From an optimization exercise on the open Yosys and OpenROAD flow, aimed at small area, a short achievable clock period and few clock cycles; shortcuts taken in it are not production practice.
Only simulation tests tie the RTL to the original design; equivalence was not proved.
No activity file was given, so power comes from the tool's default toggle rates.

== north ==
## soft_cluster_membership
module soft_cluster_membership
#(
    parameter int NUM_CLUSTERS = 16,
    parameter int NUM_DIMS = 16,
    parameter int COORD_BITS = 16
)
(
    input  logic                  clk,
    input  logic                  rst_n,
    input  logic                  psel,
    input  logic                  penable,
    input  logic                  pwrite,
    input  logic [PADDR_W-1:0]    paddr,
    input  logic [31:0]           pwdata,
    output logic [31:0]           prdata,
    output logic                  pready,
    input  logic                  start,
    output logic                  busy,
    input  logic                  operation,
    input  logic [CLUSTER_W-1:0]  cluster,
    input  logic [DIM_W-1:0]      dim_index,
    input  logic [COORD_BITS-1:0] coord_value,
    input  logic                  last_coord,
    output logic                  result_valid,
    output logic [CLUSTER_W-1:0]  cluster_index,
    output logic [Q15_W-1:0]      membership,
    output logic                  last
);
Size: ~31,000 cells after synthesis, roughly 8,300 flip-flops, about 120 I/O pins, ~350,000 um^2 of cells after synthesis.
Settings: LEC_CHECK=0, CAP_MARGIN=20, CORE_MARGIN=2, CORE_UTILIZATION=55, CTS_CLUSTER_DIAMETER=90, CTS_CLUSTER_SIZE=24, SLEW_MARGIN=20; clock period 12.0 ns.
standard.sh (not shown) runs the stock make flow with config.mk's settings and CLKGATE_MAP_FILE= SYNTH_SCRIPT=/design/flow/synth_recipe.tcl, a recipe that flattens the netlist after the stock synthesis.
==> flow/flow/run.sh <==
#!/bin/bash
# The standard layout, with timing repair aimed at 7.5 ns of setup slack
# (a 4.5 ns path budget at the design's 12 ns clock); constraints unchanged
set -euo pipefail
bash standard.sh SETUP_SLACK_MARGIN=7.5 finish > standard_flow.log 2>&1
Testbench counts of north, summed over its fixed seeds: cycles 1,928.
## Diff of input files: south against north
Settings: CTS_CLUSTER_SIZE removed (was 24); CTS_CLUSTER_DIAMETER removed (was 90).
--- outcome ---
Although it ran to completion, south produced a layout that fails the final checks because of antenna violations. The clock skew of south falls short of that of north by 0.0067 ns. The utilization reported for south is greater than that of north by 2.7 points. Standby leakage power came out higher on south than on north.


v6:
soft_cluster_membership again, from the RTL that the note above started with.
clock: 12.0 ns
lec_check: 0
cap_margin: 20
core_margin: 2
core_utilization: 40
slew_margin: 20
Scripts as last shown in full above: flow/flow/run.sh
Testbench counts of v6, summed over its fixed seeds: cycles 1,928.
#### Input delta (v7 over v6)
# v6
export LEC_CHECK = 0
export CAP_MARGIN = 20
export CORE_MARGIN = 2
export CORE_UTILIZATION = 40
export SLEW_MARGIN = 20
create_clock -name core_clock -period 12.0 [get_ports {clk}]
# v7
export LEC_CHECK = 0
export CAP_MARGIN = 20
export CORE_MARGIN = 2
export CORE_UTILIZATION = 55
export CTS_CLUSTER_DIAMETER = 100
export CTS_CLUSTER_SIZE = 20
export SLEW_MARGIN = 20
create_clock -name core_clock -period 12.0 [get_ports {clk}]
==> flow/flow/run.sh <==
#!/bin/bash
# The standard layout, with timing repair aimed at 8 ns of setup slack
# (a 4 ns path budget at the design's 12 ns clock); constraints unchanged
set -euo pipefail
bash standard.sh SETUP_SLACK_MARGIN=8 finish > standard_flow.log 2>&1
==> run summary <==
Total internal power delta (v7 − v6): favourable. STATUS finished layout cell area: v7 wins against v6. v7 against v6: final clock period utilization by the worst path now sits at about the same level, non-clock buffering overhead in the final layout shows an increase of 2.1 points. v7: done, clean on timing, DRC and antenna.


Starting RTL as in the previous note.
clock: 12.0 ns
lec_check: 0
cap_margin: 20
core_margin: 2
core_utilization: 55
cts_cluster_diameter: 100
cts_cluster_size: 20
slew_margin: 20
==> flow/flow/run.sh <==
#!/bin/bash
# The standard layout, with timing repair aimed at 7.5 ns of setup slack
# (a 4.5 ns path budget at the design's 12 ns clock); constraints unchanged
set -euo pipefail
bash standard.sh SETUP_SLACK_MARGIN=7.5 finish > standard_flow.log 2>&1
The baseline completed with no timing, DRC or antenna violations.
Testbench counts at the start, summed over its fixed seeds: cycles 1,928.
==> next run, changes <==
==> flow/flow/run.sh (replaced) <==
#!/bin/bash
# The standard layout, with timing repair aimed at 7 ns of setup slack
# (a 5 ns path budget at the design's 12 ns clock); constraints unchanged
set -euo pipefail
bash standard.sh SETUP_SLACK_MARGIN=7 finish > standard_flow.log 2>&1
CORE_UTILIZATION = 40   (was 55)
CTS_CLUSTER_DIAMETER = default   (was 100)
CTS_CLUSTER_SIZE = default   (was 20)
After rerunning: Synthesized cell count does not change; sequential power is about the same; first-iteration DRC count went down slightly.

==> re-timing with driven ports <==
The flow's constraints put no driver on any port. The routed layouts listed below were extracted and timed again, unchanged, in two steps.
Step 1 assumes that a clkbuf_16 drives the clock port and a buf_2 every other input.
Step 2 times the ports against the registers' clock, not the clock port: input delays grow and output delays shrink by t, the midpoint of the rising clock arrivals with the driver on.
Three values: ideal ports, drivers, drivers and shift; two values: the first two.
| run | shift t [ns] | setup WS [ns] | pins driven straight from the clock port |
|---|---|---|---|
| north | 1.208 | 7.369 / 7.369 / 7.184 | 1 |
| south | 1.284 | 7.330 / 7.330 / 7.168 | 1 |
| v6 | 1.294 | 7.386 / 7.386 / 7.215 | 1 |
| v7 | 1.232 | 7.376 / 7.376 / 7.155 | 1 |
| the first run of note 3 | 1.204 | 7.298 / 7.298 / 7.182 | 1 |
| the second run of note 3 | 1.294 | 7.035 / 7.035 / 7.035 | 1 |
For v7, which loses most, drivers alone change the setup slack by 0.000 ns; drivers and shift together by -0.221 ns.
